Context: an optimization exercise on an open-source flow, tuned for small area, a short achievable clock period and few clock cycles per item. The choices shown serve that exercise and are no tape-out recipe. At most, simulation tests tie the RTL to the original design; equivalence was not proved. The RTL of runs 2 to 4 was laid out without a check of its function.

## design.v

```verilog
module aes128_iter_encrypt #(
  parameter int Nb = 128,
  parameter int UNROLL = 1
) (
  input  logic          clk,
  input  logic          reset,
  input  logic          in_valid,
  output logic          in_ready,
  input  logic [Nb-1:0] plain_text,
  input  logic [Nb-1:0] round_key,
  output logic          out_valid,
  input  logic          out_ready,
  output logic [Nb-1:0] cipher_text,
  output logic          busy
);
  localparam int NR = 10;
  function automatic logic [7:0] rcon(input logic [3:0] r);
    rcon = r == 4'd9 ? 8'h1b : r == 4'd10 ? 8'h36 : 8'h01 << (r - 4'd1);
  endfunction
  logic [127:0] s2_y, s2_k, s1_x, s1_k, ct_q;
  logic [79:0] s1_m;
  logic [19:0] s1_km;
  logic [3:0] s2_rnd, s1_rnd;
  logic s2_v, s1_v, ct_v;
  logic s1_fin, leave, stall, accept;
  assign s1_fin = s1_v && s1_rnd == 4'(NR - 1);
  assign leave = s1_fin && (!ct_v || out_ready);
  assign stall = s1_fin && ct_v && !out_ready;
  assign in_ready = !s1_v || (s1_fin && !ct_v);
  assign accept = in_valid && in_ready;
  assign out_valid = ct_v;
  assign cipher_text = ct_q;
  assign busy = s1_v || s2_v;
  logic [127:0] a_x;
  logic [79:0] a_m;
  logic [19:0] a_km;
  stage_a u_a (
    .y(s2_y), .k(s2_k), .mix(s2_rnd != 4'd0),
    .x(a_x), .m(a_m), .km(a_km));
  logic [127:0] b_y, b_k, b_ct, n_y, n_k;
  logic ins;
  stage_b u_b (
    .x(s1_x), .m(s1_m), .k(s1_k), .km(s1_km), .rc(rcon(s1_rnd + 4'd1)),
    .y(b_y), .nk(b_k), .ct(b_ct));
  assign ins = !(s1_v && !s1_fin);
  mxiv #(256) u_ins (.a({b_y, b_k}), .b({plain_text, round_key}), .s(ins), .y({n_y, n_k}));
  always_ff @(posedge clk) begin
    if (!stall) begin
      s1_x <= a_x;
      s1_m <= a_m;
      s1_k <= s2_k;
      s1_km <= a_km;
      s2_y <= n_y;
      s2_k <= n_k;
    end
    if (leave) ct_q <= b_ct;
  end
  always_ff @(posedge clk or negedge reset) begin
    if (!reset) begin
      s1_v <= 1'b0;
      s2_v <= 1'b0;
      ct_v <= 1'b0;
      s1_rnd <= '0;
      s2_rnd <= '0;
    end else begin
      if (!stall) begin
        s1_v <= s2_v;
        s1_rnd <= s2_rnd;
        s2_v <= (s1_v && !s1_fin) || accept;
        s2_rnd <= s1_v && !s1_fin ? s1_rnd + 4'd1 : 4'd0;
      end
      if (leave) ct_v <= 1'b1;
      else if (out_ready) ct_v <= 1'b0;
    end
  end
endmodule
module stage_a (
  input  logic [127:0] y,
  input  logic [127:0] k,
  input  logic         mix,
  output logic [127:0] x,
  output logic [79:0]  m,
  output logic [19:0]  km
);
  logic [127:0] g, s;
  logic [31:0] kx;
  xv #(128) u_g (.a(y), .b(k), .y(g));
  for (genvar c = 0; c < 4; c++) begin : g_mc
    logic [7:0] d [4];
    logic [7:0] e [4];
    logic [7:0] f [4];
    logic [7:0] fn [4];
    logic [7:0] t;
    for (genvar i = 0; i < 4; i++) begin : g_d
      xv #(8) u_d (.a(y[127-32*c-8*i -: 8]), .b(y[127-32*c-8*((i+1)%4) -: 8]), .y(d[i]));
    end
    xv #(8) u_t (.a(d[0]), .b(d[2]), .y(t));
    for (genvar i = 0; i < 4; i++) begin : g_o
      assign e[i][0] = d[i][7];
      assign e[i][2] = d[i][1];
      assign e[i][7:5] = d[i][6:4];
      xr u_e1 (.a(d[i][0]), .b(d[i][7]), .y(e[i][1]));
      xr u_e3 (.a(d[i][2]), .b(d[i][7]), .y(e[i][3]));
      xr u_e4 (.a(d[i][3]), .b(d[i][7]), .y(e[i][4]));
      xv #(8) u_f (.a(e[i]), .b(t), .y(f[i]));
      for (genvar j = 0; j < 8; j++) begin : g_b
        nd u_n (.a(f[i][j]), .b(mix), .y(fn[i][j]));
        xn u_s (.a(g[127-32*c-8*i-7+j]), .b(fn[i][j]), .y(s[127-32*c-8*i-7+j]));
      end
    end
  end
  for (genvar i = 0; i < 16; i++) begin : g_sb
    assign x[127-8*i -: 8] = s[127-8*((i+4*(i%4))%16) -: 8];
    aes_sbox_a u_sa (.x(x[127-8*i -: 8]), .m(m[79-5*i -: 5]));
  end
  assign kx = {k[23:0], k[31:24]};
  for (genvar i = 0; i < 4; i++) begin : g_kb
    aes_sbox_an u_ka (.x(kx[31-8*i -: 8]), .m(km[19-5*i -: 5]));
  end
endmodule
module stage_b (
  input  logic [127:0] x,
  input  logic [79:0]  m,
  input  logic [127:0] k,
  input  logic [19:0]  km,
  input  logic [7:0]   rc,
  output logic [127:0] y,
  output logic [127:0] nk,
  output logic [127:0] ct
);
  logic [31:0] sk, kx, p0, p1, p2, p3;
  for (genvar i = 0; i < 16; i++) begin : g_sb
    aes_sbox_b u_sb (.x(x[127-8*i -: 8]), .m(m[79-5*i -: 5]), .y(y[127-8*i -: 8]));
  end
  assign kx = {k[23:0], k[31:24]};
  for (genvar i = 0; i < 4; i++) begin : g_kb
    aes_sbox_bn u_kb (.x(kx[31-8*i -: 8]), .m(km[19-5*i -: 5]), .y(sk[31-8*i -: 8]));
  end
  xv #(8) u_p0 (.a(k[127:120]), .b(rc), .y(p0[31:24]));
  assign p0[23:0] = k[119:96];
  xv #(32) u_p1 (.a(p0), .b(k[95:64]), .y(p1));
  xv #(32) u_p2 (.a(p1), .b(k[63:32]), .y(p2));
  xv #(32) u_p3 (.a(p2), .b(k[31:0]), .y(p3));
  xnv #(32) u_nk0 (.a(p0), .b(sk), .y(nk[127:96]));
  xv #(32) u_nk1 (.a(p1), .b(sk), .y(nk[95:64]));
  xnv #(32) u_nk2 (.a(p2), .b(sk), .y(nk[63:32]));
  xv #(32) u_nk3 (.a(p3), .b(sk), .y(nk[31:0]));
  xv #(128) u_ct (.a(y), .b(nk), .y(ct));
endmodule
module xv #(
  parameter int W = 8
) (
  input  logic [W-1:0] a,
  input  logic [W-1:0] b,
  output logic [W-1:0] y
);
  for (genvar i = 0; i < W; i++) begin : g
    xr u (.a(a[i]), .b(b[i]), .y(y[i]));
  end
endmodule
module xnv #(
  parameter int W = 8
) (
  input  logic [W-1:0] a,
  input  logic [W-1:0] b,
  output logic [W-1:0] y
);
  for (genvar i = 0; i < W; i++) begin : g
    xn u (.a(a[i]), .b(b[i]), .y(y[i]));
  end
endmodule
module mxiv #(
  parameter int W = 8
) (
  input  logic [W-1:0] a,
  input  logic [W-1:0] b,
  input  logic         s,
  output logic [W-1:0] y
);
  for (genvar i = 0; i < W; i++) begin : g
    mxi u (.a(a[i]), .b(b[i]), .s(s), .y(y[i]));
  end
endmodule
module aes_sbox_a (
  input  logic [7:0] x,
  output logic [4:0] m
);
  logic U0, U1, U2, U3, U4, U5, U6, U7;
  logic T1, T2, T3, T4, T5, T6, T7, T8, T9, T10, T11, T12, T13, T14, T15, T16, T17, T18, T19, T20, T21, T22, T23, T24, T26, T27, M1, M2, M3, M4, M5, M6, M7, M8, M9, M10, M11, M12, M13, M14, M15, M16, M17, M18;
  assign {U0, U1, U2, U3, U4, U5, U6, U7} = x;
  xr g_t1 (.a(U0), .b(U3), .y(T1));
  xr g_t2 (.a(U0), .b(U5), .y(T2));
  xr g_t3 (.a(U0), .b(U6), .y(T3));
  xr g_t4 (.a(U3), .b(U5), .y(T4));
  xr g_t5 (.a(U4), .b(U6), .y(T5));
  xr g_t6 (.a(T1), .b(T5), .y(T6));
  xr g_t7 (.a(U1), .b(U2), .y(T7));
  xr g_t8 (.a(U7), .b(T6), .y(T8));
  xr g_t9 (.a(U7), .b(T7), .y(T9));
  xr g_t10 (.a(T6), .b(T7), .y(T10));
  xr g_t11 (.a(U1), .b(U5), .y(T11));
  xr g_t12 (.a(U2), .b(U5), .y(T12));
  xr g_t13 (.a(T3), .b(T4), .y(T13));
  xr g_t14 (.a(T6), .b(T11), .y(T14));
  xr g_t15 (.a(T5), .b(T11), .y(T15));
  xr g_t16 (.a(T5), .b(T12), .y(T16));
  xr g_t17 (.a(T9), .b(T16), .y(T17));
  xr g_t18 (.a(U3), .b(U7), .y(T18));
  xr g_t19 (.a(T7), .b(T18), .y(T19));
  xr g_t20 (.a(T1), .b(T19), .y(T20));
  xr g_t21 (.a(U6), .b(U7), .y(T21));
  xr g_t22 (.a(T7), .b(T21), .y(T22));
  xr g_t23 (.a(T2), .b(T22), .y(T23));
  xr g_t24 (.a(T2), .b(T10), .y(T24));
  xr g_t25 (.a(T20), .b(T17), .y(m[0]));
  xr g_t26 (.a(T3), .b(T16), .y(T26));
  xr g_t27 (.a(T1), .b(T12), .y(T27));
  nd g_m1 (.a(T13), .b(T6), .y(M1));
  nd g_m2 (.a(T23), .b(T8), .y(M2));
  xn g_m3 (.a(T14), .b(M1), .y(M3));
  nd g_m4 (.a(T19), .b(U7), .y(M4));
  xr g_m5 (.a(M4), .b(M1), .y(M5));
  nd g_m6 (.a(T3), .b(T16), .y(M6));
  nd g_m7 (.a(T22), .b(T9), .y(M7));
  xn g_m8 (.a(T26), .b(M6), .y(M8));
  nd g_m9 (.a(T20), .b(T17), .y(M9));
  xr g_m10 (.a(M9), .b(M6), .y(M10));
  nd g_m11 (.a(T1), .b(T15), .y(M11));
  nd g_m12 (.a(T4), .b(T27), .y(M12));
  xr g_m13 (.a(M12), .b(M11), .y(M13));
  nd g_m14 (.a(T2), .b(T10), .y(M14));
  xr g_m15 (.a(M14), .b(M11), .y(M15));
  xn g_m16 (.a(M3), .b(M2), .y(M16));
  xr g_m17 (.a(M5), .b(T24), .y(M17));
  xn g_m18 (.a(M8), .b(M7), .y(M18));
  xr g_m19 (.a(M10), .b(M15), .y(m[4]));
  xr g_m20 (.a(M16), .b(M13), .y(m[3]));
  xr g_m21 (.a(M17), .b(M15), .y(m[2]));
  xr g_m22 (.a(M18), .b(M13), .y(m[1]));
endmodule
module aes_sbox_b (
  input  logic [7:0] x,
  input  logic [4:0] m,
  output logic [7:0] y
);
  logic U0, U1, U2, U3, U4, U5, U6, U7;
  logic M19, M20, M21, M22, T25;
  logic T1, T2, T3, T4, T5, T6, T7, T8, T9, T10, T11, T12, T13, T15, T16, T17, T18, T19, T20, T21, T22, T23, T27, M23, M24, M25, M26, M27, M28, M29, M30, M31, M32, M33, M34, M35, M36, M37, M38, M39, M40, M41, M42, M43, M44, M45, M46, M47, M48, M49, M50, M51, M52, M53, M54, M55, M56, M57, M58, M59, M60, M61, M62, M63, L0, L1, L2, L3, L4, L5, L6, L7, L8, L9, L10, L11, L12, L13, L14, L15, L16, L17, L18, L19, L20, L21, L22, L23, L24, L25, L26, L27, L28, L29;
  assign {U0, U1, U2, U3, U4, U5, U6, U7} = x;
  assign {M19, M20, M21, M22, T25} = m;
  xr g_t1 (.a(U0), .b(U3), .y(T1));
  xr g_t2 (.a(U0), .b(U5), .y(T2));
  xr g_t3 (.a(U0), .b(U6), .y(T3));
  xr g_t4 (.a(U3), .b(U5), .y(T4));
  xr g_t5 (.a(U4), .b(U6), .y(T5));
  xr g_t6 (.a(T1), .b(T5), .y(T6));
  xr g_t7 (.a(U1), .b(U2), .y(T7));
  xr g_t8 (.a(U7), .b(T6), .y(T8));
  xr g_t9 (.a(U7), .b(T7), .y(T9));
  xr g_t10 (.a(T6), .b(T7), .y(T10));
  xr g_t11 (.a(U1), .b(U5), .y(T11));
  xr g_t12 (.a(U2), .b(U5), .y(T12));
  xr g_t13 (.a(T3), .b(T4), .y(T13));
  xr g_t15 (.a(T5), .b(T11), .y(T15));
  xr g_t16 (.a(T5), .b(T12), .y(T16));
  xr g_t17 (.a(T9), .b(T16), .y(T17));
  xr g_t18 (.a(U3), .b(U7), .y(T18));
  xr g_t19 (.a(T7), .b(T18), .y(T19));
  xr g_t20 (.a(T1), .b(T19), .y(T20));
  xr g_t21 (.a(U6), .b(U7), .y(T21));
  xr g_t22 (.a(T7), .b(T21), .y(T22));
  xr g_t23 (.a(T2), .b(T22), .y(T23));
  xr g_t27 (.a(T1), .b(T12), .y(T27));
  xr g_m23 (.a(M19), .b(T25), .y(M23));
  xn g_m24 (.a(M22), .b(M23), .y(M24));
  nd g_m25 (.a(M22), .b(M20), .y(M25));
  xr g_m26 (.a(M21), .b(M25), .y(M26));
  xn g_m27 (.a(M20), .b(M21), .y(M27));
  xr g_m28 (.a(M23), .b(M25), .y(M28));
  nr g_m29 (.a(M28), .b(M27), .y(M29));
  nr g_m30 (.a(M26), .b(M24), .y(M30));
  nd g_m31 (.a(M20), .b(M23), .y(M31));
  nr g_m32 (.a(M27), .b(M31), .y(M32));
  xr g_m33 (.a(M27), .b(M25), .y(M33));
  nd g_m34 (.a(M21), .b(M22), .y(M34));
  nr g_m35 (.a(M24), .b(M34), .y(M35));
  xr g_m36 (.a(M24), .b(M25), .y(M36));
  xr g_m37 (.a(M21), .b(M29), .y(M37));
  xr g_m38 (.a(M32), .b(M33), .y(M38));
  xr g_m39 (.a(M23), .b(M30), .y(M39));
  xr g_m40 (.a(M35), .b(M36), .y(M40));
  xr g_m41 (.a(M38), .b(M40), .y(M41));
  xr g_m42 (.a(M37), .b(M39), .y(M42));
  xr g_m43 (.a(M37), .b(M38), .y(M43));
  xr g_m44 (.a(M39), .b(M40), .y(M44));
  xr g_m45 (.a(M42), .b(M41), .y(M45));
  nd g_m46 (.a(M44), .b(T6), .y(M46));
  nd g_m47 (.a(M40), .b(T8), .y(M47));
  nd g_m48 (.a(M39), .b(U7), .y(M48));
  nd g_m49 (.a(M43), .b(T16), .y(M49));
  nd g_m50 (.a(M38), .b(T9), .y(M50));
  nd g_m51 (.a(M37), .b(T17), .y(M51));
  nd g_m52 (.a(M42), .b(T15), .y(M52));
  nd g_m53 (.a(M45), .b(T27), .y(M53));
  nd g_m54 (.a(M41), .b(T10), .y(M54));
  nd g_m55 (.a(M44), .b(T13), .y(M55));
  nd g_m56 (.a(M40), .b(T23), .y(M56));
  nd g_m57 (.a(M39), .b(T19), .y(M57));
  nd g_m58 (.a(M43), .b(T3), .y(M58));
  nd g_m59 (.a(M38), .b(T22), .y(M59));
  nd g_m60 (.a(M37), .b(T20), .y(M60));
  nd g_m61 (.a(M42), .b(T1), .y(M61));
  nd g_m62 (.a(M45), .b(T4), .y(M62));
  nd g_m63 (.a(M41), .b(T2), .y(M63));
  xr g_l0 (.a(M61), .b(M62), .y(L0));
  xr g_l1 (.a(M50), .b(M56), .y(L1));
  xr g_l2 (.a(M46), .b(M48), .y(L2));
  xr g_l3 (.a(M47), .b(M55), .y(L3));
  xr g_l4 (.a(M54), .b(M58), .y(L4));
  xr g_l5 (.a(M49), .b(M61), .y(L5));
  xn g_l6 (.a(M62), .b(L5), .y(L6));
  xn g_l7 (.a(M46), .b(L3), .y(L7));
  xr g_l8 (.a(M51), .b(M59), .y(L8));
  xr g_l9 (.a(M52), .b(M53), .y(L9));
  xn g_l10 (.a(M53), .b(L4), .y(L10));
  xn g_l11 (.a(M60), .b(L2), .y(L11));
  xr g_l12 (.a(M48), .b(M51), .y(L12));
  xn g_l13 (.a(M50), .b(L0), .y(L13));
  xr g_l14 (.a(M52), .b(M61), .y(L14));
  xn g_l15 (.a(M55), .b(L1), .y(L15));
  xn g_l16 (.a(M56), .b(L0), .y(L16));
  xn g_l17 (.a(M57), .b(L1), .y(L17));
  xn g_l18 (.a(M58), .b(L8), .y(L18));
  xn g_l19 (.a(M63), .b(L4), .y(L19));
  xr g_l20 (.a(L0), .b(L1), .y(L20));
  xr g_l21 (.a(L1), .b(L7), .y(L21));
  xr g_l22 (.a(L3), .b(L12), .y(L22));
  xr g_l23 (.a(L18), .b(L2), .y(L23));
  xr g_l24 (.a(L15), .b(L9), .y(L24));
  xr g_l25 (.a(L6), .b(L10), .y(L25));
  xr g_l26 (.a(L7), .b(L9), .y(L26));
  xr g_l27 (.a(L8), .b(L10), .y(L27));
  xr g_l28 (.a(L11), .b(L14), .y(L28));
  xr g_l29 (.a(L11), .b(L17), .y(L29));
  xr g_s0 (.a(L6), .b(L24), .y(y[7]));
  xn g_s1 (.a(L16), .b(L26), .y(y[6]));
  xn g_s2 (.a(L19), .b(L28), .y(y[5]));
  xr g_s3 (.a(L6), .b(L21), .y(y[4]));
  xr g_s4 (.a(L20), .b(L22), .y(y[3]));
  xr g_s5 (.a(L25), .b(L29), .y(y[2]));
  xn g_s6 (.a(L13), .b(L27), .y(y[1]));
  xn g_s7 (.a(L6), .b(L23), .y(y[0]));
endmodule
module aes_sbox_an (
  input  logic [7:0] x,
  output logic [4:0] m
);
  logic U0, U1, U2, U3, U4, U5, U6, U7;
  logic T1, T2, T3, T4, T5, T6, T7, T8, T9, T10, T11, T12, T13, T14, T15, T16, T17, T18, T19, T20, T21, T22, T23, T24, T26, T27, M1, M2, M3, M4, M5, M6, M7, M8, M9, M10, M11, M12, M13, M14, M15, M16, M17, M18;
  assign {U0, U1, U2, U3, U4, U5, U6, U7} = x;
  xr g_t1 (.a(U0), .b(U3), .y(T1));
  xr g_t2 (.a(U0), .b(U5), .y(T2));
  xr g_t3 (.a(U0), .b(U6), .y(T3));
  xr g_t4 (.a(U3), .b(U5), .y(T4));
  xr g_t5 (.a(U4), .b(U6), .y(T5));
  xr g_t6 (.a(T1), .b(T5), .y(T6));
  xr g_t7 (.a(U1), .b(U2), .y(T7));
  xn g_t8 (.a(U7), .b(T6), .y(T8));
  xn g_t9 (.a(U7), .b(T7), .y(T9));
  xr g_t10 (.a(T6), .b(T7), .y(T10));
  xr g_t11 (.a(U1), .b(U5), .y(T11));
  xr g_t12 (.a(U2), .b(U5), .y(T12));
  xr g_t13 (.a(T3), .b(T4), .y(T13));
  xr g_t14 (.a(T6), .b(T11), .y(T14));
  xr g_t15 (.a(T5), .b(T11), .y(T15));
  xr g_t16 (.a(T5), .b(T12), .y(T16));
  xr g_t17 (.a(T9), .b(T16), .y(T17));
  xr g_t18 (.a(U3), .b(U7), .y(T18));
  xn g_t19 (.a(T7), .b(T18), .y(T19));
  xn g_t20 (.a(T1), .b(T19), .y(T20));
  xr g_t21 (.a(U6), .b(U7), .y(T21));
  xr g_t22 (.a(T7), .b(T21), .y(T22));
  xr g_t23 (.a(T2), .b(T22), .y(T23));
  xr g_t24 (.a(T2), .b(T10), .y(T24));
  xr g_t25 (.a(T20), .b(T17), .y(m[0]));
  xr g_t26 (.a(T3), .b(T16), .y(T26));
  xr g_t27 (.a(T1), .b(T12), .y(T27));
  nd g_m1 (.a(T13), .b(T6), .y(M1));
  nd g_m2 (.a(T23), .b(T8), .y(M2));
  xn g_m3 (.a(T14), .b(M1), .y(M3));
  nr g_m4 (.a(T19), .b(U7), .y(M4));
  xn g_m5 (.a(M4), .b(M1), .y(M5));
  nd g_m6 (.a(T3), .b(T16), .y(M6));
  nd g_m7 (.a(T22), .b(T9), .y(M7));
  xn g_m8 (.a(T26), .b(M6), .y(M8));
  nd g_m9 (.a(T20), .b(T17), .y(M9));
  xr g_m10 (.a(M9), .b(M6), .y(M10));
  nd g_m11 (.a(T1), .b(T15), .y(M11));
  nd g_m12 (.a(T4), .b(T27), .y(M12));
  xr g_m13 (.a(M12), .b(M11), .y(M13));
  nd g_m14 (.a(T2), .b(T10), .y(M14));
  xr g_m15 (.a(M14), .b(M11), .y(M15));
  xn g_m16 (.a(M3), .b(M2), .y(M16));
  xr g_m17 (.a(M5), .b(T24), .y(M17));
  xn g_m18 (.a(M8), .b(M7), .y(M18));
  xr g_m19 (.a(M10), .b(M15), .y(m[4]));
  xr g_m20 (.a(M16), .b(M13), .y(m[3]));
  xr g_m21 (.a(M17), .b(M15), .y(m[2]));
  xr g_m22 (.a(M18), .b(M13), .y(m[1]));
endmodule
module aes_sbox_bn (
  input  logic [7:0] x,
  input  logic [4:0] m,
  output logic [7:0] y
);
  logic U0, U1, U2, U3, U4, U5, U6, U7;
  logic M19, M20, M21, M22, T25;
  logic T1, T2, T3, T4, T5, T6, T7, T8, T9, T10, T11, T12, T13, T15, T16, T17, T18, T19, T20, T21, T22, T23, T27, M23, M24, M25, M26, M27, M28, M29, M30, M31, M32, M33, M34, M35, M36, M37, M38, M39, M40, M41, M42, M43, M44, M45, M46, M47, M48, M49, M50, M51, M52, M53, M54, M55, M56, M57, M58, M59, M60, M61, M62, M63, L0, L1, L2, L3, L4, L5, L6, L7, L8, L9, L10, L11, L12, L13, L14, L15, L16, L17, L18, L19, L20, L21, L22, L23, L24, L25, L26, L27, L28, L29;
  assign {U0, U1, U2, U3, U4, U5, U6, U7} = x;
  assign {M19, M20, M21, M22, T25} = m;
  xr g_t1 (.a(U0), .b(U3), .y(T1));
  xr g_t2 (.a(U0), .b(U5), .y(T2));
  xr g_t3 (.a(U0), .b(U6), .y(T3));
  xr g_t4 (.a(U3), .b(U5), .y(T4));
  xr g_t5 (.a(U4), .b(U6), .y(T5));
  xr g_t6 (.a(T1), .b(T5), .y(T6));
  xr g_t7 (.a(U1), .b(U2), .y(T7));
  xn g_t8 (.a(U7), .b(T6), .y(T8));
  xn g_t9 (.a(U7), .b(T7), .y(T9));
  xr g_t10 (.a(T6), .b(T7), .y(T10));
  xr g_t11 (.a(U1), .b(U5), .y(T11));
  xr g_t12 (.a(U2), .b(U5), .y(T12));
  xr g_t13 (.a(T3), .b(T4), .y(T13));
  xr g_t15 (.a(T5), .b(T11), .y(T15));
  xr g_t16 (.a(T5), .b(T12), .y(T16));
  xr g_t17 (.a(T9), .b(T16), .y(T17));
  xr g_t18 (.a(U3), .b(U7), .y(T18));
  xn g_t19 (.a(T7), .b(T18), .y(T19));
  xn g_t20 (.a(T1), .b(T19), .y(T20));
  xr g_t21 (.a(U6), .b(U7), .y(T21));
  xr g_t22 (.a(T7), .b(T21), .y(T22));
  xr g_t23 (.a(T2), .b(T22), .y(T23));
  xr g_t27 (.a(T1), .b(T12), .y(T27));
  xr g_m23 (.a(M19), .b(T25), .y(M23));
  xn g_m24 (.a(M22), .b(M23), .y(M24));
  nd g_m25 (.a(M22), .b(M20), .y(M25));
  xr g_m26 (.a(M21), .b(M25), .y(M26));
  xn g_m27 (.a(M20), .b(M21), .y(M27));
  xr g_m28 (.a(M23), .b(M25), .y(M28));
  nr g_m29 (.a(M28), .b(M27), .y(M29));
  nr g_m30 (.a(M26), .b(M24), .y(M30));
  nd g_m31 (.a(M20), .b(M23), .y(M31));
  nr g_m32 (.a(M27), .b(M31), .y(M32));
  xr g_m33 (.a(M27), .b(M25), .y(M33));
  nd g_m34 (.a(M21), .b(M22), .y(M34));
  nr g_m35 (.a(M24), .b(M34), .y(M35));
  xr g_m36 (.a(M24), .b(M25), .y(M36));
  xr g_m37 (.a(M21), .b(M29), .y(M37));
  xr g_m38 (.a(M32), .b(M33), .y(M38));
  xn g_m39 (.a(M23), .b(M30), .y(M39));
  xr g_m40 (.a(M35), .b(M36), .y(M40));
  xr g_m41 (.a(M38), .b(M40), .y(M41));
  xn g_m42 (.a(M37), .b(M39), .y(M42));
  xr g_m43 (.a(M37), .b(M38), .y(M43));
  xn g_m44 (.a(M39), .b(M40), .y(M44));
  xr g_m45 (.a(M42), .b(M41), .y(M45));
  nd g_m46 (.a(M44), .b(T6), .y(M46));
  nd g_m47 (.a(M40), .b(T8), .y(M47));
  nr g_m48 (.a(M39), .b(U7), .y(M48));
  nd g_m49 (.a(M43), .b(T16), .y(M49));
  nd g_m50 (.a(M38), .b(T9), .y(M50));
  nd g_m51 (.a(M37), .b(T17), .y(M51));
  nd g_m52 (.a(M42), .b(T15), .y(M52));
  nd g_m53 (.a(M45), .b(T27), .y(M53));
  nd g_m54 (.a(M41), .b(T10), .y(M54));
  nd g_m55 (.a(M44), .b(T13), .y(M55));
  nd g_m56 (.a(M40), .b(T23), .y(M56));
  nr g_m57 (.a(M39), .b(T19), .y(M57));
  nd g_m58 (.a(M43), .b(T3), .y(M58));
  nd g_m59 (.a(M38), .b(T22), .y(M59));
  nd g_m60 (.a(M37), .b(T20), .y(M60));
  nd g_m61 (.a(M42), .b(T1), .y(M61));
  nd g_m62 (.a(M45), .b(T4), .y(M62));
  nd g_m63 (.a(M41), .b(T2), .y(M63));
  xr g_l0 (.a(M61), .b(M62), .y(L0));
  xr g_l1 (.a(M50), .b(M56), .y(L1));
  xn g_l2 (.a(M46), .b(M48), .y(L2));
  xr g_l3 (.a(M47), .b(M55), .y(L3));
  xr g_l4 (.a(M54), .b(M58), .y(L4));
  xr g_l5 (.a(M49), .b(M61), .y(L5));
  xn g_l6 (.a(M62), .b(L5), .y(L6));
  xn g_l7 (.a(M46), .b(L3), .y(L7));
  xr g_l8 (.a(M51), .b(M59), .y(L8));
  xr g_l9 (.a(M52), .b(M53), .y(L9));
  xn g_l10 (.a(M53), .b(L4), .y(L10));
  xn g_l11 (.a(M60), .b(L2), .y(L11));
  xn g_l12 (.a(M48), .b(M51), .y(L12));
  xn g_l13 (.a(M50), .b(L0), .y(L13));
  xr g_l14 (.a(M52), .b(M61), .y(L14));
  xn g_l15 (.a(M55), .b(L1), .y(L15));
  xn g_l16 (.a(M56), .b(L0), .y(L16));
  xr g_l17 (.a(M57), .b(L1), .y(L17));
  xn g_l18 (.a(M58), .b(L8), .y(L18));
  xn g_l19 (.a(M63), .b(L4), .y(L19));
  xr g_l20 (.a(L0), .b(L1), .y(L20));
  xr g_l21 (.a(L1), .b(L7), .y(L21));
  xr g_l22 (.a(L3), .b(L12), .y(L22));
  xr g_l23 (.a(L18), .b(L2), .y(L23));
  xr g_l24 (.a(L15), .b(L9), .y(L24));
  xr g_l25 (.a(L6), .b(L10), .y(L25));
  xr g_l26 (.a(L7), .b(L9), .y(L26));
  xr g_l27 (.a(L8), .b(L10), .y(L27));
  xr g_l28 (.a(L11), .b(L14), .y(L28));
  xr g_l29 (.a(L11), .b(L17), .y(L29));
  xr g_s0 (.a(L6), .b(L24), .y(y[7]));
  xn g_s1 (.a(L16), .b(L26), .y(y[6]));
  xn g_s2 (.a(L19), .b(L28), .y(y[5]));
  xr g_s3 (.a(L6), .b(L21), .y(y[4]));
  xr g_s4 (.a(L20), .b(L22), .y(y[3]));
  xr g_s5 (.a(L25), .b(L29), .y(y[2]));
  xn g_s6 (.a(L13), .b(L27), .y(y[1]));
  xn g_s7 (.a(L6), .b(L23), .y(y[0]));
endmodule
module xr (input logic a, input logic b, output logic y);
  assign y = a ^ b;
endmodule
module xn (input logic a, input logic b, output logic y);
  assign y = ~(a ^ b);
endmodule
module nd (input logic a, input logic b, output logic y);
  assign y = ~(a & b);
endmodule
module nr (input logic a, input logic b, output logic y);
  assign y = ~(a | b);
endmodule
module mxi (input logic a, input logic b, input logic s, output logic y);
  assign y = ~(s ? b : a);
endmodule
```

## flow/run.sh

```bash
#!/bin/bash
# The standard layout (standard.sh, which passes its arguments to ORFS's make), with
# these ORFS settings added or overridden on make's command line:
#   BUFFER_PORTS_ARGS=-buffer_cell sky130_fd_sc_hd__buf_2
# make's output goes to make.log; each ORFS step writes its own log under orfs/logs.
set -euo pipefail
bash standard.sh BUFFER_PORTS_ARGS=-buffer_cell\ sky130_fd_sc_hd__buf_2 finish > make.log 2>&1
```

## standard.sh

```bash
#!/bin/bash
# synth_recipe.tcl (not shown) runs the flow's synth.tcl, then flattens the netlist and writes it again
# the make line also repeats each setting of config.mk as NAME=value (left out here)
make -C /OpenROAD-flow-scripts/flow DESIGN_CONFIG=/design/flow/config.mk WORK_HOME=/design/flow/orfs CLKGATE_MAP_FILE= SYNTH_SCRIPT=/design/flow/synth_recipe.tcl "${@:-finish}"
```

## config.mk

```make
export PLATFORM = sky130hd
export DESIGN_NAME = aes128_iter_encrypt
export DESIGN_NICKNAME = aes128_iter_encrypt
export VERILOG_FILES = /design/flow/design.v
export SDC_FILE = /design/flow/constraint.sdc
export NUM_CORES = 4
export LEC_CHECK = 0
export CAP_MARGIN = 20
export CORE_MARGIN = 2
export CORE_UTILIZATION = 45
export PLACE_DENSITY = 0.6
export SETUP_SLACK_MARGIN = 5
export SLEW_MARGIN = 20
export SYNTH_HIERARCHICAL = 1
export SYNTH_MINIMUM_KEEP_SIZE = 0
```

## constraint.sdc

```tcl
create_clock -name core_clock -period 9.0 [get_ports {clk}]
set_input_delay 1.8000 -clock core_clock [delete_from_list [all_inputs] [get_ports {clk}]]
set_output_delay 1.8000 -clock core_clock [all_outputs]
set_load 0.01 [all_outputs]
```

==> out/metrics.cfg, run 1 <==
[setup_path]
path_max_fanout=110
path_cells=inv_2 > ha_4 > nand2_1 > and2_1 > clkinvlp_4 > buf_16 > clkbuf_8 > mux2i_1
path_buf_inv=4
end_kind=register
max_stage_delay_ns=0.56
critPathKind=register to register
start_kind=register
cp.required_ns=9.41
crit_family=buffers and inverters
worst_ep_arrival_time_ns=4.36
crit_slowest_cell=clkinvlp_4

[detailed_routing]
wl_per_cell_um=23.73
firstDrtPassIters=6
wl_um=177400
vias=37741
drtIter0Drc=2825
routed_via_density=5.048
postRouteAntennaNets=0
drc=0

[timing]
fin_tns_setup_ns=0
setup-violations-final=0
slew_headroom=0.2379
slew_violations=0
max_freq_mhz=252.7
finalCritPeriodShare=0.4397
layout_min_cycle_time_ns=3.957
rsz0062_at_grt=true
skew_ns=0.03364
hold_viol=0
worstMarginPinSlew_ns=1.141

[grt]
grt-ovfl-total=0
antenna_found_initial=6
grt_start_max_net_pins=239
grt_pass1_wl_um=248900
first_global_vias=37612
track_usage=0.2621

[cells_and_area]
syn_to_final_growth_pct=18.41
drive_gt1_frac=0.1617
utilization=0.5357
fin_nets=6001
fillers=11259

[clock_network]
clk_pin_slew_worst_paths_ns=0.06
clock_path_buffers=3
cts_max_level=3
cts-root-buf=clkbuf_16
tritoncts=yes
numCtsBuffers=92
clk_latency_ns=0.70
cts.sinks=751

[place]
hpwl_um=140300
portBuffers=390
gp_congestion=0.9689

[floorplan]
die_h_um=361.6
die_w_um=361.6
die-area_sq_mm=0.1307
coreArea_sq_mm=0.1272
initial_core_util=0.4524
io_pins=391
rows=131

[synthesis]
dominantRegCellSynth=edfxtp_1
synthArstFlopShare=0.01465
synth-edff-count=740
ys_types=41
syn_inst=5184
synth_nets=5451
syn_area_per_cell_sq_um=11.10
yosysSeqAreaShare=0.3910
syn-cell-area_sq_mm=0.05754
synth_seq_cells=751
yosys_warnings=28

[worst_hold_path]
hold_class=register to register

[run]
maxCapViolCount=0

[run_status]
status=complete, no violations

==> cells by family after synthesis <==
family | count (synthesis) | share of synthesized area
AOI/OAI and AO/OA | 18 | 0.003001
xor gates and xnor gates | 3295 | 0.5017
adders and majority gates | 7 | 0.001522
buffers and inverters | 12 | 0.001065
DFF | 751 | 0.3910
muxes | 261 | 0.04555
and+or+nand+nor | 840 | 0.05623
==> registers in the layout (all words and copies together), names as in the netlist <==
signal	count
ct_q	128
s1_k	128
s1_x	128
s2_k	128
s2_y	128
s1_m	80
s1_km	20
s1_rnd	4
s2_rnd	4
ct_v	1
s1_v	1
s2_v	1
==> final timing paths <==
check	startpoint	to	slack, ns	cells past startpoint
worst max-delay path	s1_rnd[1]	s2_y[87]	5.04	8
worst min-delay path	s2_k[54]	s1_k[54]	0.47	0
worst max register to register	s1_rnd[1]	s2_y[87]	5.04	8
worst min register to register	s2_k[54]	s1_k[54]	0.47	0
max in group asynchronous	reset	s1_rnd[0]	7.80	1
min in group asynchronous	reset	s2_v	0.98	1
==> what timing repair did <==
| item | 4_1_cts | 5_1_grt |
|---|---|---|
| setup endpoints to repair | 296 | 317 |
| buffers inserted | 15 | 41 |
| cloned | 0 | 1 |
| hold buffers | 0 | 0 |
| resized for setup | 121 | 232 |
| pin swaps | 8 | 30 |
==> Yosys cell counts, types with 2 or more instances <==
library cell / count / area, sq um
xor2_1: 2649 / 23200
edfxtp_1: 740 / 22220
nand2_1: 723 / 2714
xnor2_1: 645 / 5649
mux2i_1: 257 / 2572
nor2_1: 94 / 352.8
dfrtp_1: 11 / 275.3
a22o_1: 7 / 61.31
ha_1: 7 / 87.58
inv_1: 6 / 22.52
nand3_1: 4 / 20.02
nand2b_1: 3 / 18.77
or2_1: 3 / 18.77
a211oi_2: 2 / 25.02
and2_1: 2 / 12.51
buf_4: 2 / 15.01
mux2_1: 2 / 22.52
nand3b_1: 2 / 15.01
nor2b_1: 2 / 12.51
or2_2: 2 / 12.51
==> cell usage in the layout, fill, tap and decap left out, drive strengths merged, types with 10 or more instances in the layout <==
master / synthesis / routed
dfrtp: 11 / 11
clkinvlp: 0 / 11
bufinv: 0 / 10
nor2: 94 / 94
nand2: 723 / 723
xor2: 2650 / 2650
mux2i: 257 / 257
xnor2: 645 / 645
clkbuf: 1 / 113
inv: 7 / 13
edfxtp: 740 / 740
buf: 4 / 459
clkinv: 0 / 36
==> modules after synthesis (local to each module, per instance), a selection <==
module,cells inside,times used
nr,1,92
nd,1,716
mxi,1,256
aes128_iter_encrypt,828,1
xn,1,644
xr,1,2648
==> layout make-up <==
type	instances	area, sq um	share of cell area
clock inverter	62	641.9	0.009420
inverter	7	56.30	0.0008263
timing repair inverter	1	5.005	0.00007345
timing repair buffer	460	2641	0.03876
tap	1662	2079	0.03052
sequential	751	22500	0.3302
multi-input combinational	4421	37790	0.5547
clock buffer	112	2420	0.03551
antenna	1	2.502	0.00003673
==> stage by stage <==
stage                     setup WS [ns]  std cells  hold slack (ns)  cell area [sq um]
after floorplan                   2.657       5184           0.4476              57600
after global placement            4.482       7245           0.4526              61760
after detailed placement          4.535       7245           0.4570              61770
after CTS                         4.920       7434           0.4714              65880
after global routing              4.905       7476           0.4885              68130
final                             5.043       7477           0.4696              68140
==> metal layers <==
metal	vias up	global-route usage	wire length, um
met5	-	0	0
met2	1093	0.4234	82290
met4	0	0.1069	7642
met3	200	0.03326	10020
met1	18709	0.3563	77490
li1	17739	-	-
Testbench counts, summed over its fixed seeds: cycles 8,040, items 800.
==> run 2, diff against run 1 <==
--- a/design.v
+++ b/design.v
@@ -21,6 +21,8 @@
   logic [79:0] s1_m;
-  logic [19:0] s1_km;
+  logic [15:0] s1_km;
   logic [3:0] s2_rnd, s1_rnd;
-  logic s2_v, s1_v, ct_v;
+  logic s2_v, s1_v, ct_v, ir_q, busy_q;
   logic s1_fin, leave, stall, accept;
+  logic s1_v_d, s2_v_d, ct_v_d;
+  logic [3:0] s1_rnd_d, s2_rnd_d;
   assign s1_fin = s1_v && s1_rnd == 4'(NR - 1);
@@ -28,3 +30,3 @@
   assign stall = s1_fin && ct_v && !out_ready;
-  assign in_ready = !s1_v || (s1_fin && !ct_v);
+  assign in_ready = ir_q;
   assign accept = in_valid && in_ready;
@@ -32,6 +34,6 @@
   assign cipher_text = ct_q;
-  assign busy = s1_v || s2_v;
+  assign busy = busy_q;
   logic [127:0] a_x;
   logic [79:0] a_m;
-  logic [19:0] a_km;
+  logic [15:0] a_km;
   stage_a u_a (
@@ -57,2 +59,15 @@
   end
+  always_comb begin
+    s1_v_d = s1_v;
+    s1_rnd_d = s1_rnd;
+    s2_v_d = s2_v;
+    s2_rnd_d = s2_rnd;
+    if (!stall) begin
+      s1_v_d = s2_v;
+      s1_rnd_d = s2_rnd;
+      s2_v_d = (s1_v && !s1_fin) || accept;
+      s2_rnd_d = s1_v && !s1_fin ? s1_rnd + 4'd1 : 4'd0;
+    end
+    ct_v_d = leave || (ct_v && !out_ready);
+  end
   always_ff @(posedge clk or negedge reset) begin
@@ -64,11 +79,12 @@
       s2_rnd <= '0;
+      ir_q <= 1'b1;
+      busy_q <= 1'b0;
     end else begin
-      if (!stall) begin
-        s1_v <= s2_v;
-        s1_rnd <= s2_rnd;
-        s2_v <= (s1_v && !s1_fin) || accept;
-        s2_rnd <= s1_v && !s1_fin ? s1_rnd + 4'd1 : 4'd0;
-      end
-      if (leave) ct_v <= 1'b1;
-      else if (out_ready) ct_v <= 1'b0;
+      s1_v <= s1_v_d;
+      s1_rnd <= s1_rnd_d;
+      s2_v <= s2_v_d;
+      s2_rnd <= s2_rnd_d;
+      ct_v <= ct_v_d;
+      ir_q <= !s1_v_d || (s1_rnd_d == 4'(NR - 1) && !ct_v_d);
+      busy_q <= s1_v_d || s2_v_d;
     end
@@ -82,3 +98,3 @@
   output logic [79:0]  m,
-  output logic [19:0]  km
+  output logic [15:0]  km
 );
@@ -117,3 +133,3 @@
   for (genvar i = 0; i < 4; i++) begin : g_kb
-    aes_sbox_an u_ka (.x(kx[31-8*i -: 8]), .m(km[19-5*i -: 5]));
+    aes_sbox_akn u_ka (.x(kx[31-8*i -: 8]), .m(km[15-4*i -: 4]));
   end
@@ -124,3 +140,3 @@
   input  logic [127:0] k,
-  input  logic [19:0]  km,
+  input  logic [15:0]  km,
   input  logic [7:0]   rc,
@@ -136,3 +152,3 @@
   for (genvar i = 0; i < 4; i++) begin : g_kb
-    aes_sbox_bn u_kb (.x(kx[31-8*i -: 8]), .m(km[19-5*i -: 5]), .y(sk[31-8*i -: 8]));
+    aes_sbox_bkn u_kb (.x(kx[31-8*i -: 8]), .m(km[15-4*i -: 4]), .y(sk[31-8*i -: 8]));
   end
@@ -353,8 +369,8 @@
 endmodule
-module aes_sbox_an (
+module aes_sbox_akn (
   input  logic [7:0] x,
-  output logic [4:0] m
+  output logic [3:0] m
 );
   logic U0, U1, U2, U3, U4, U5, U6, U7;
-  logic T1, T2, T3, T4, T5, T6, T7, T8, T9, T10, T11, T12, T13, T14, T15, T16, T17, T18, T19, T20, T21, T22, T23, T24, T26, T27, M1, M2, M3, M4, M5, M6, M7, M8, M9, M10, M11, M12, M13, M14, M15, M16, M17, M18;
+  logic T1, T2, T3, T4, T5, T6, T7, T8, T9, T10, T11, T12, T13, T14, T15, T16, T17, T18, T19, T20, T21, T22, T23, T24, T25, T26, T27, M1, M2, M3, M4, M5, M6, M7, M8, M9, M10, M11, M12, M13, M14, M15, M16, M17, M18, M19;
   assign {U0, U1, U2, U3, U4, U5, U6, U7} = x;
@@ -384,3 +400,3 @@
   xr g_t24 (.a(T2), .b(T10), .y(T24));
-  xr g_t25 (.a(T20), .b(T17), .y(m[0]));
+  xr g_t25 (.a(T20), .b(T17), .y(T25));
   xr g_t26 (.a(T3), .b(T16), .y(T26));
@@ -405,3 +421,3 @@
   xn g_m18 (.a(M8), .b(M7), .y(M18));
-  xr g_m19 (.a(M10), .b(M15), .y(m[4]));
+  xr g_m19 (.a(M10), .b(M15), .y(M19));
   xr g_m20 (.a(M16), .b(M13), .y(m[3]));
@@ -409,6 +425,7 @@
   xr g_m22 (.a(M18), .b(M13), .y(m[1]));
+  xr g_m23 (.a(M19), .b(T25), .y(m[0]));
 endmodule
-module aes_sbox_bn (
+module aes_sbox_bkn (
   input  logic [7:0] x,
-  input  logic [4:0] m,
+  input  logic [3:0] m,
   output logic [7:0] y
@@ -416,6 +433,6 @@
   logic U0, U1, U2, U3, U4, U5, U6, U7;
-  logic M19, M20, M21, M22, T25;
-  logic T1, T2, T3, T4, T5, T6, T7, T8, T9, T10, T11, T12, T13, T15, T16, T17, T18, T19, T20, T21, T22, T23, T27, M23, M24, M25, M26, M27, M28, M29, M30, M31, M32, M33, M34, M35, M36, M37, M38, M39, M40, M41, M42, M43, M44, M45, M46, M47, M48, M49, M50, M51, M52, M53, M54, M55, M56, M57, M58, M59, M60, M61, M62, M63, L0, L1, L2, L3, L4, L5, L6, L7, L8, L9, L10, L11, L12, L13, L14, L15, L16, L17, L18, L19, L20, L21, L22, L23, L24, L25, L26, L27, L28, L29;
+  logic M20, M21, M22, M23;
+  logic T1, T2, T3, T4, T5, T6, T7, T8, T9, T10, T11, T12, T13, T15, T16, T17, T18, T19, T20, T21, T22, T23, T27, M24, M25, M26, M27, M28, M29, M30, M31, M32, M33, M34, M35, M36, M37, M38, M39, M40, M41, M42, M43, M44, M45, M46, M47, M48, M49, M50, M51, M52, M53, M54, M55, M56, M57, M58, M59, M60, M61, M62, M63, L0, L1, L2, L3, L4, L5, L6, L7, L8, L9, L10, L11, L12, L13, L14, L15, L16, L17, L18, L19, L20, L21, L22, L23, L24, L25, L26, L27, L28, L29;
   assign {U0, U1, U2, U3, U4, U5, U6, U7} = x;
-  assign {M19, M20, M21, M22, T25} = m;
+  assign {M20, M21, M22, M23} = m;
   xr g_t1 (.a(U0), .b(U3), .y(T1));
@@ -443,3 +460,2 @@
   xr g_t27 (.a(T1), .b(T12), .y(T27));
-  xr g_m23 (.a(M19), .b(T25), .y(M23));
   xn g_m24 (.a(M22), .b(M23), .y(M24));
==> run.sh (new file) <==
#!/bin/bash
# synth_recipe.tcl (not shown) runs the flow's synth.tcl, then flattens the netlist and writes it again
# the make line also repeats each setting of config.mk as NAME=value (left out here)
make -C /OpenROAD-flow-scripts/flow DESIGN_CONFIG=/design/flow/config.mk WORK_HOME=/design/flow/orfs CLKGATE_MAP_FILE= SYNTH_SCRIPT=/design/flow/synth_recipe.tcl finish
removed: flow/run.sh
removed: standard.sh
==> out/metrics.cfg, run 2 <==
[run_status]
status=complete, no violations  ; unchanged

[grt]
track_usage=0.2601  ; was 0.2621
first_global_vias=37387  ; was 37612
grt_pass1_wl_um=246400  ; was 248900 um
grt_start_max_net_pins=162  ; was 239
antenna_found_initial=3  ; was 6
grt-ovfl-total=0  ; unchanged

[setup_path]
r2r_start=s2_y[17]  ; was s1_rnd[1]
critPathKind=register to register  ; unchanged
start_kind=register  ; unchanged
cp.required_ns=9.44  ; was 9.41 ns
end_kind=register  ; unchanged
path_max_fanout=4  ; was 110
worst_ep_arrival_time_ns=4.37  ; was 4.36 ns
cp-startpoint=s2_y[17]  ; was s1_rnd[1]

[clock_network]
cts_max_level=3  ; unchanged
cts.sinks=749  ; was 751
clock_path_buffers=3  ; unchanged
cts_hold_repair.buffers=0  ; unchanged
numCtsBuffers=90  ; was 92
tritoncts=yes  ; unchanged
clk_latency_ns=0.72  ; was 0.70 ns
clk_pin_slew_worst_paths_ns=0.06  ; about the same
cts-root-buf=clkbuf_16  ; unchanged

[synthesis]
yosys.area.top_type=xor2_1  ; unchanged
yosys.area_share.xor_xnor=0.5025  ; was 0.5017
synth_nets=5447  ; was 5451
synth_common_cells=2649 x xor2_1, 736 x edfxtp_1, 727 x nand2_1  ; was 2649 x xor2_1, 740 x edfxtp_1, 723 x nand2_1
synth.area.mux_share=0.04520  ; was 0.04555
yosysMostFrequentCell=xor2_1  ; unchanged
synth-edff-count=736  ; was 740
ys_types=38  ; was 41
synth_compound_area_frac=0.002637  ; was 0.003001
syn_inst=5180  ; was 5184
syn-cell-area_sq_mm=0.05741  ; was 0.05754 sq mm
yosys_warnings=28  ; unchanged
synth_top_area_frac=0.4041  ; was 0.4032
synth_area_leaders=xor2_1 40%, edfxtp_1 38%, xnor2_1 9.8%, nand2_1 4.8%, mux2i_1 4.5%  ; was xor2_1 40%, edfxtp_1 39%, xnor2_1 9.8%, nand2_1 4.7%, mux2i_1 4.5%
syn_area_per_cell_sq_um=11.08  ; was 11.10 sq um
synth_top_family_by_area=XOR/XNOR gates  ; unchanged
synth_seq_cells=749  ; was 751
yosysSeqAreaShare=0.3906  ; was 0.3910
synthAdderAreaFrac=0.001526  ; was 0.001522
synth-simple-area-share=0.05690  ; was 0.05623
synthArstFlopShare=0.01736  ; was 0.01465
dominantRegCellSynth=edfxtp_1  ; unchanged

[detailed_routing]
wl_per_cell_um=23.33  ; was 23.73 um
drtIter0Drc=2604  ; was 2825
wl_um=174000  ; was 177400 um
firstDrtPassIters=5  ; was 6
postRouteAntennaNets=0  ; unchanged
vias=37070  ; was 37741
routed_via_density=4.973  ; was 5.048
drc=0  ; unchanged

[timing]
rsz0062_at_grt=true  ; unchanged
skew_ns=0.03723  ; was 0.03364 ns
layout_min_cycle_time_ns=3.928  ; was 3.957 ns
fin_tns_setup_ns=0  ; unchanged
slew_headroom=0.2317  ; was 0.2379
finalCritPeriodShare=0.4364  ; was 0.4397
hold-worst-slack_ns=0.4565  ; was 0.4696 ns
setup-violations-final=0  ; unchanged
worstMarginPinSlew_ns=1.152  ; was 1.141 ns
hold_viol=0  ; unchanged
max_freq_mhz=254.6  ; was 252.7 MHz
slew_violations=0  ; unchanged

[cells_and_area]
syn_to_final_growth_pct=21.30  ; was 18.41%
final_common_cell=xor2_1  ; unchanged
fillers=11044  ; was 11259
seq_area_sq_mm=0.02243  ; was 0.02250 sq mm
final_area_sq_mm=0.06964  ; was 0.06814 sq mm
fin_nets=5984  ; was 6001
layout_common_cells=2483 x xor2_1, 736 x edfxtp_1, 726 x nand2_1  ; was 2472 x xor2_1, 740 x edfxtp_1, 723 x nand2_1
multi_input_area_sq_mm=0.03756  ; was 0.03779 sq mm
drive_gt1_frac=0.08600  ; was 0.1617
utilization=0.5482  ; was 0.5357

[floorplan]
rows=131  ; unchanged
die-area_sq_mm=0.1305  ; was 0.1307 sq mm
io_pins=391  ; unchanged
die_w_um=361.2  ; was 361.6 um
initial_core_util=0.4520  ; was 0.4524
die_h_um=361.2  ; was 361.6 um
coreArea_sq_mm=0.1270  ; was 0.1272 sq mm

[worst_hold_path]
hold_class=register to register  ; unchanged
hp-start=s2_v  ; was s2_k[54]

[place]
hpwl_um=138200  ; was 140300 um
portBuffers=390  ; unchanged
gp_congestion=0.9210  ; was 0.9689
placed_area_sq_mm=0.06369  ; was 0.06177 sq mm

[run]
maxCapViolCount=0  ; unchanged

[run 2: cell families (layout without fill, tap and decap cells)]
group,count (synthesis),in the layout
xor+xnor,3294,3294
other cells,0,2
compound gates,22,22
simple gates,842,844
fa+ha+maj,7,7
flops,749,749
buf+inv,7,616
mux,259,259
[run 2: worst max-delay path, stage by stage (launching register included)]
cell and delay (ns):
edfxtp_1 0.55, xor2_1 0.37, xor2_2 0.37, xor2_1 0.54
nand2_1 0.19, xnor2_2 0.37, xor2_2 0.30, xor2_1 0.33
xor2_1 0.26, nand2_1 0.09, xor2_1 0.16, xor2_1 0.14
[run 2: modules after synthesis (local to each module, per instance), a selection]
module               times used  flops+latches  area (sq um)  cells inside
aes128_iter_encrypt           1            749         22980           824
mxi                         256              0         10.01             1
nd                          716              0         3.754             1
nr                           92              0         3.754             1
xn                          644              0         8.758             1
xr                         2648              0         8.758             1
[run 2: per-stage QoR]
step           setup WS, ns  std cells
2_1_floorplan         2.731       5180
3_5_place_dp          4.316       7247
5_1_grt               4.940       7453
4_1_cts               4.899       7420
6_report              5.072       7455
3_3_place_gp          4.357       7247
[run 2: timing repair]
item | CTS | global route
gates cloned | 1 | 1
pin swaps | 6 | 20
gates resized for setup | 126 | 192
buffers inserted | 6 | 32
setup endpoints to repair | 245 | 273
[run 2: final timing paths]
kind	slack [ns]	to	cells past startpoint
max	5.07	s1_m[34]	11
max reg2reg	5.07	s1_m[34]	11
min in group asynchronous	1.50	ct_v	1
min reg2reg	0.46	ir_q	1
max in group asynchronous	7.05	s1_rnd[1]	1
min	0.46	ir_q	1
[run 2: cell type report]
class	instances	area share
Antenna cell	2	0.00007186
Clock buffer	107	0.03356
Clock inverter	59	0.009414
Inverter	6	0.0005210
Multi-Input combinational cell	4426	0.5394
Sequential cell	749	0.3221
Tap cell	1662	0.02986
Timing Repair Buffer	444	0.06511
[run 2: per-layer routing]
metal | routed length, um | track usage | vias to the layer above
li1 | - | - | 17709
met1 | 76210 | 0.3490 | 18276
met2 | 83560 | 0.4372 | 894
met3 | 8008 | 0.02672 | 191
met4 | 6182 | 0.09008 | 0
met5 | 0 | 0 | -
==> run 3, diff against run 2 <==
==> flow/run.sh (new file) <==
#!/bin/bash
# The standard layout (standard.sh, which passes its arguments to ORFS's make), with
# these ORFS settings added or overridden on make's command line:
#   BUFFER_PORTS_ARGS=-buffer_cell sky130_fd_sc_hd__buf_1
# make's output goes to make.log; each ORFS step writes its own log under orfs/logs.
set -euo pipefail
bash standard.sh BUFFER_PORTS_ARGS=-buffer_cell\ sky130_fd_sc_hd__buf_1 finish > make.log 2>&1
==> standard.sh (new file) <==
#!/bin/bash
# synth_recipe.tcl (not shown) runs the flow's synth.tcl, then flattens the netlist and writes it again
# the make line also repeats each setting of config.mk as NAME=value (left out here)
make -C /OpenROAD-flow-scripts/flow DESIGN_CONFIG=/design/flow/config.mk WORK_HOME=/design/flow/orfs CLKGATE_MAP_FILE= SYNTH_SCRIPT=/design/flow/synth_recipe.tcl "${@:-finish}"
--- a/config.mk
+++ b/config.mk
@@ -10,2 +10,3 @@
 export CORE_UTILIZATION = 45
+export CTS_BUF_LIST = sky130_fd_sc_hd__clkbuf_8
 export PLACE_DENSITY = 0.6
removed: run.sh
==> out/metrics.cfg, run 3 <==
[run_status]
status=complete, no violations  ; unchanged

[synthesis]
synth_nets=5447  ; unchanged
yosys.area.top_type=xor2_1  ; unchanged
yosys_warnings=28  ; unchanged
synth-edff-count=736  ; unchanged
synth-simple-area-share=0.05690  ; unchanged
synth_top_family_by_area=XOR/XNOR gates  ; unchanged
synthAdderAreaFrac=0.001526  ; unchanged
synth_common_cells=2649 x xor2_1, 736 x edfxtp_1, 727 x nand2_1  ; unchanged
synth_top_area_frac=0.4041  ; unchanged
yosysSeqAreaShare=0.3906  ; unchanged
synth.area.mux_share=0.04520  ; unchanged
syn-cell-area_sq_mm=0.05741  ; unchanged
synth_compound_area_frac=0.002637  ; unchanged
syn_area_per_cell_sq_um=11.08  ; unchanged
dominantRegCellSynth=edfxtp_1  ; unchanged
yosysMostFrequentCell=xor2_1  ; unchanged
synth_area_leaders=xor2_1 40%, edfxtp_1 38%, xnor2_1 9.8%, nand2_1 4.8%, mux2i_1 4.5%  ; unchanged
synth_seq_cells=749  ; unchanged
synthArstFlopShare=0.01736  ; unchanged
syn_inst=5180  ; unchanged
ys_types=38  ; unchanged
yosys.area_share.xor_xnor=0.5025  ; unchanged

[clock_network]
cts_hold_repair.buffers=0  ; unchanged
cts_max_level=4  ; was 3
tritoncts=yes  ; unchanged
clk_latency_ns=0.90  ; was 0.72 ns
numCtsBuffers=141  ; was 90
clk_pin_slew_worst_paths_ns=0.06  ; about the same
clock_path_buffers=3  ; unchanged
cts-root-buf=clkbuf_8  ; was clkbuf_16
cts.sinks=749  ; unchanged

[floorplan]
die_h_um=361.2  ; unchanged
die-area_sq_mm=0.1305  ; unchanged
die_w_um=361.2  ; unchanged
initial_core_util=0.4520  ; unchanged
io_pins=391  ; unchanged
rows=131  ; unchanged
coreArea_sq_mm=0.1270  ; unchanged

[timing]
worstMarginPinSlew_ns=1.099  ; was 1.152 ns
max_freq_mhz=254.4  ; was 254.6 MHz
hold_viol=0  ; unchanged
rsz0062_at_grt=true  ; unchanged
finalCritPeriodShare=0.4368  ; was 0.4364
layout_min_cycle_time_ns=3.931  ; was 3.928 ns
setup-violations-final=0  ; unchanged
hold-worst-slack_ns=0.4684  ; was 0.4565 ns
fin_tns_setup_ns=0  ; unchanged
skew_ns=0.04250  ; was 0.03723 ns
slew_headroom=0.2673  ; was 0.2317
slew_violations=0  ; unchanged

[cells_and_area]
syn_to_final_growth_pct=16.67  ; was 21.30%
final_common_cell=xor2_1  ; unchanged
final_cells=7544  ; was 7455
final_area_sq_mm=0.06699  ; was 0.06964 sq mm
layout_common_cells=2492 x xor2_1, 736 x edfxtp_1, 727 x nand2_1  ; was 2483 x xor2_1, 736 x edfxtp_1, 726 x nand2_1
drive_gt1_frac=0.09476  ; was 0.08600
fillers=11265  ; was 11044
fin_nets=6039  ; was 5984

[place]
place_inst=7250  ; was 7247
gp_congestion=0.9170  ; was 0.9210
hpwl_um=137900  ; was 138200 um
placed_area_sq_mm=0.06123  ; was 0.06369 sq mm
portBuffers=390  ; unchanged

[detailed_routing]
drtIter0Drc=2749  ; was 2604
vias=37425  ; was 37070
routed_via_density=4.961  ; was 4.973
postRouteAntennaNets=0  ; unchanged
wl_per_cell_um=22.99  ; was 23.33 um
drc=0  ; unchanged
firstDrtPassIters=5  ; unchanged
wl_um=173400  ; was 174000 um

[setup_path]
critPathKind=register to register  ; unchanged
crit_slowest_cell=xnor2_2  ; was edfxtp_1
cp.required_ns=9.66  ; was 9.44 ns
start_kind=register  ; unchanged
path_cells=nand2_1 > xor2_1 > nor2_1 > xnor2_1 > xnor2_1 > nand2_1 > xor2_1 > xnor2_4 > xnor2_2 > xor2_1 > xor2_2  ; was xor2_1 > xor2_2 > xor2_1 > nand2_1 > xnor2_2 > xor2_2 > xor2_1 > xor2_1 > nand2_1 > xor2_1 > xor2_1
cp_common_cell=xor2_1  ; unchanged
worst_ep_arrival_time_ns=4.60  ; was 4.37 ns
max_stage_delay_ns=0.51  ; was 0.55 ns
end_kind=register  ; unchanged
path_max_fanout=4  ; unchanged

[grt]
antenna_found_initial=4  ; was 3
grt_start_max_net_pins=173  ; was 162
grt_pass1_wl_um=245400  ; was 246400 um
grt-ovfl-total=0  ; unchanged
first_global_vias=37804  ; was 37387
track_usage=0.2589  ; was 0.2601

[run]
maxCapViolCount=0  ; unchanged

[worst_hold_path]
hold_class=register to register  ; unchanged

[run 3: cell counts after synthesis]
No cell type changed its count.
[run 3: timing repair]
item                                    CTS  global route
resized for setup                        96           221
buffers inserted                          5            36
endpoints found under the setup margin  190           292
pin swaps                                 2            20
[run 3: critical path: cells and delay by family (launching register included)]
kind          cells  cell delay, ns
xor+xnor          8            2.76
simple gates      3            0.53
flops             1            0.42
[run 3: cell families after synthesis]
logic type | count (synthesis)
xor+xnor | 3294
fa+ha+maj | 7
mux | 259
buf+inv | 7
compound gates | 22
flops | 749
simple gates | 842
[run 3: stage by stage]
stage,utilization,setup WS (ns)
after detailed placement,0.4820,4.298
after CTS,0.5101,4.805
after floorplan,-,2.731
after global routing,0.5273,4.882
after global placement,0.4820,4.324
final,0.5273,5.069
[run 3: worst paths after layout]
check,from,endpoint,slack [ns],cells after the start
setup / recovery,s1_km[5],ct_q[72],5.07,11
hold / removal,s2_v,ir_q,0.47,1
setup reg to reg,s1_km[5],ct_q[72],5.07,11
hold reg to reg,s2_v,ir_q,0.47,1
max in group asynchronous,reset,s1_rnd[1],7.56,1
min in group asynchronous,reset,s1_rnd[0],0.94,1
[run 3: final cells by class]
type	count	area [sq um]	area share
multi-input combinational	4424	37550	0.5605
sequential	749	22430	0.3349
timing repair buffer	450	2110	0.03149
tap	1662	2079	0.03104
clock buffer	145	1996	0.02979
clock inverter	104	778.2	0.01162
inverter	6	36.28	0.0005417
antenna	4	10.01	0.0001494
[run 3: modules after synthesis, one instance, submodules excluded, a selection]
module / flops+latches / cell area (sq um) / times used
nd: 0 / 3.754 / 716
aes128_iter_encrypt: 749 / 22980 / 1
xr: 0 / 8.758 / 2648
mxi: 0 / 10.01 / 256
nr: 0 / 3.754 / 92
xn: 0 / 8.758 / 644
[run 3: layer usage]
layer / routed length, um / track usage / share of wire / vias up
met2: 82850 / 0.4271 / 0.48 / 993
met1: 75850 / 0.3458 / 0.44 / 18369
li1: - / - / - / 17851
met5: 0 / 0 / 0 / -
met3: 8623 / 0.03641 / 0.050 / 212
met4: 6083 / 0.09492 / 0.035 / 0
==> run 4, diff against run 3 <==
--- a/flow/run.sh
+++ b/flow/run.sh
@@ -4,4 +4,5 @@
 #   BUFFER_PORTS_ARGS=-buffer_cell sky130_fd_sc_hd__buf_1
+#   SETUP_SLACK_MARGIN=5.3
 # make's output goes to make.log; each ORFS step writes its own log under orfs/logs.
 set -euo pipefail
-bash standard.sh BUFFER_PORTS_ARGS=-buffer_cell\ sky130_fd_sc_hd__buf_1 finish > make.log 2>&1
+bash standard.sh BUFFER_PORTS_ARGS=-buffer_cell\ sky130_fd_sc_hd__buf_1 SETUP_SLACK_MARGIN=5.3 finish > make.log 2>&1
==> out/metrics.cfg, run 4 <==
[timing]
slew_headroom=0.2760  ; was 0.2673
worstMarginPinSlew_ns=1.086  ; was 1.099 ns
layout_min_cycle_time_ns=3.638  ; was 3.931 ns
rsz0062_at_grt=true  ; unchanged
fin_tns_setup_ns=0  ; unchanged
hold_viol=0  ; unchanged
slew_violations=0  ; unchanged
finalCritPeriodShare=0.4043  ; was 0.4368
skew_ns=0.03747  ; was 0.04250 ns

[cells_and_area]
syn_to_final_growth_pct=24.79  ; was 16.67%
drive_gt1_frac=0.1751  ; was 0.09476
final_common_cell=xor2_1  ; unchanged
layout_common_cells=2227 x xor2_1, 736 x edfxtp_1, 717 x nand2_1  ; was 2492 x xor2_1, 736 x edfxtp_1, 727 x nand2_1
utilization=0.5640  ; was 0.5273

[grt]
grt_use_met2=0.4517  ; was 0.4271
track_usage=0.2667  ; was 0.2589
grt_use_met3=0.03527  ; was 0.03641
first_global_vias=38585  ; was 37804
antenna_found_initial=8  ; was 4
met1_usage=0.3529  ; was 0.3458
top_usage_layer=met2  ; unchanged
grt_start_max_net_pins=132  ; was 173

[synthesis]
synth_nets=5447  ; unchanged
synth_area_leaders=xor2_1 40%, edfxtp_1 38%, xnor2_1 9.8%, nand2_1 4.8%, mux2i_1 4.5%  ; unchanged
synth_compound_area_frac=0.002637  ; unchanged
synth_seq_cells=749  ; unchanged
ys_types=38  ; unchanged
yosys.area.top_type=xor2_1  ; unchanged
syn-cell-area_sq_mm=0.05741  ; unchanged
yosys_warnings=28  ; unchanged
synthArstFlopShare=0.01736  ; unchanged
synth-simple-area-share=0.05690  ; unchanged
yosysSeqAreaShare=0.3906  ; unchanged
dominantRegCellSynth=edfxtp_1  ; unchanged
synth_common_cells=2649 x xor2_1, 736 x edfxtp_1, 727 x nand2_1  ; unchanged

[setup_path]
critPathKind=register to register  ; unchanged
max_stage_delay_ns=0.41  ; was 0.51 ns
cp.required_ns=9.60  ; was 9.66 ns
r2r_cells=13  ; was 11
r2r_start=s1_rnd[0]  ; was s1_km[5]
start_kind=register  ; unchanged
path_cells=buf_4 > ha_1 > nor3b_1 > mux2_2 > nand2_1 > a21oi_2 > xor2_2 > xor2_4 > buf_12 > xor2_1 > xor2_1 > xor2_1 > mux2i_1  ; was nand2_1 > xor2_1 > nor2_1 > xnor2_1 > xnor2_1 > nand2_1 > xor2_1 > xnor2_4 > xnor2_2 > xor2_1 > xor2_2
reg2reg_to=s2_k[26]  ; was ct_q[72]
r2r_slack_ns=5.36  ; was 5.07 ns
end_kind=register  ; unchanged
cp_common_cell=xor2_1  ; unchanged

[place]
portBuffers=390  ; unchanged
hpwl_um=138400  ; was 137900 um
gp_congestion=0.9441  ; was 0.9170

[clock_network]
cts.sinks=749  ; unchanged
clock_path_buffers=3  ; unchanged
cts_hold_repair.buffers=0  ; unchanged
tritoncts=yes  ; unchanged
cts_max_level=4  ; unchanged

[detailed_routing]
vias=38219  ; was 37425
firstDrtPassIters=7  ; was 5
wl_per_cell_um=23.42  ; was 22.99 um
wl_um=179200  ; was 173400 um
postRouteAntennaNets=0  ; unchanged
drc=0  ; unchanged

[run]
maxCapViolCount=0  ; unchanged

[floorplan]
rows=131  ; unchanged
die-area_sq_mm=0.1305  ; unchanged
coreArea_sq_mm=0.1270  ; unchanged

[run_status]
status=complete, no violations  ; unchanged

[worst_hold_path]
hp-start=s2_k[118]  ; was s2_v
holdPathStages=0  ; was 1
hold_class=register to register  ; unchanged

[run 4: cell types whose count changed in the layout (fill, tap and decap cells not counted), moves of 6 or more]
cell / previous run / this run
xor2_1: 2492 / 2227
xor2_2: 139 / 356
buf_4: 43 / 141
xnor2_1: 519 / 427
xnor2_2: 106 / 156
xor2_4: 18 / 66
xnor2_4: 20 / 62
buf_12: 15 / 28
nand2_1: 727 / 717
nand2_2: 0 / 10
inv_1: 41 / 33
clkinv_2: 18 / 24
[run 4: kinds of logic after synthesis]
logic type | count (synthesis)
XOR/XNOR | 3294
AND/OR/NAND/NOR | 842
flip-flops | 749
multiplexers | 259
AO/OA/AOI/OAI | 22
buffers and inverters | 7
adder cells (fa/ha/maj) | 7
[run 4: worst max-delay path by stage]
stage                     startpoint  endpoint  slack, ns  cells past startpoint
after floorplan            s1_rnd[1]   s2_k[0]       2.73                      5
after global placement     out_ready  s1_m[35]       4.52                      5
after detailed placement   out_ready  s1_m[37]       4.47                      5
after CTS                   s1_m[45]  ct_q[79]       5.22                     11
after global routing       s1_km[12]  ct_q[90]       5.16                     12
final                      s1_rnd[0]  s2_k[26]       5.36                     13
[run 4: critical path, delay by kind of cell, from the launching register on]
kind	cells	cell delay, ns
AO/OA/AOI/OAI	1	0.10
XOR/XNOR	5	1.39
adder cells (fa/ha/maj)	1	0.28
buffers and inverters	2	0.31
flip-flops	1	0.41
multiplexers	2	0.52
AND/OR/NAND/NOR	2	0.36
[run 4: layout make-up]
class	count	area (sq um)
clock buffers	143	1968
inverters	6	36.28
repair buffers	564	3139
clock inverters	102	675.6
fillers	10826	55380
well taps	1662	2079
flip-flops and latches	749	22430
diodes	1	2.502
multi-input cells	4426	41310
[run 4: stage by stage]
step	cells	instance area (sq um)	setup slack, ns
finish	7653	71650	5.362
global placement	7252	61280	4.522
CTS	7555	67590	5.216
floorplan	5180	57500	2.731
detailed placement	7252	61290	4.468
global route	7653	71650	5.158
[run 4: per-layer routing]
metal / routed length, um / vias up
met3: 8575 / 265
met2: 88260 / 1037
met1: 76450 / 19087
met5: 40 / -
li1: - / 17822
met4: 5886 / 8
[run 4: repair_timing]
action	4_1_cts	5_1_grt
pin swaps	44	86
setup buffers	56	97
cloned	2	0
gates resized for setup	385	402
endpoints found under the setup margin	324	482
[run 4: Yosys stat by module, one instance, submodules excluded, excerpt]
module               times used  flip-flops and latches
aes128_iter_encrypt           1                     749
mxi                         256                       0
nd                          716                       0
nr                           92                       0
xn                          644                       0
xr                         2648                       0

## afterwards: timing with drivers on the ports
In the flow no input, the clock included, has a driving cell. The finished layouts below were timed again as built, in two steps. Step 1, drivers: a clkbuf_16 drives clk and a buf_2 each remaining input, both assumed. Step 2 moves the port delays by t, midway between the first and last clock arrival at a register: inputs arrive t later, outputs are due t later. That takes back most of the time a late clock gives input paths. Three values: no drivers, after step 1, after step 2; two values: the first two.
run	shift t [ns]	slack for setup (ns)	worst hold slack (ns)	worst register clock-pin slew, ns	cell pins on the clock port's net
run 1	0.756	5.043 / 5.043 / 4.657	0.470 / 0.470 / 0.470	0.07 / 0.07	1
run 2	0.782	5.072 / 5.072 / 4.565	0.456 / 0.456 / 0.456	0.07 / 0.07	1
run 3	0.960	5.069 / 5.069 / 4.300	0.468 / 0.468 / 0.468	0.07 / 0.07	1
run 4	0.950	5.362 / 5.362 / 4.678	0.468 / 0.468 / 0.468	0.07 / 0.07	1
After both steps setup and hold are still met in every run listed. The setup slack of run 3, which loses most, moves by 0.000 ns with the drivers and by -0.769 ns with both steps.
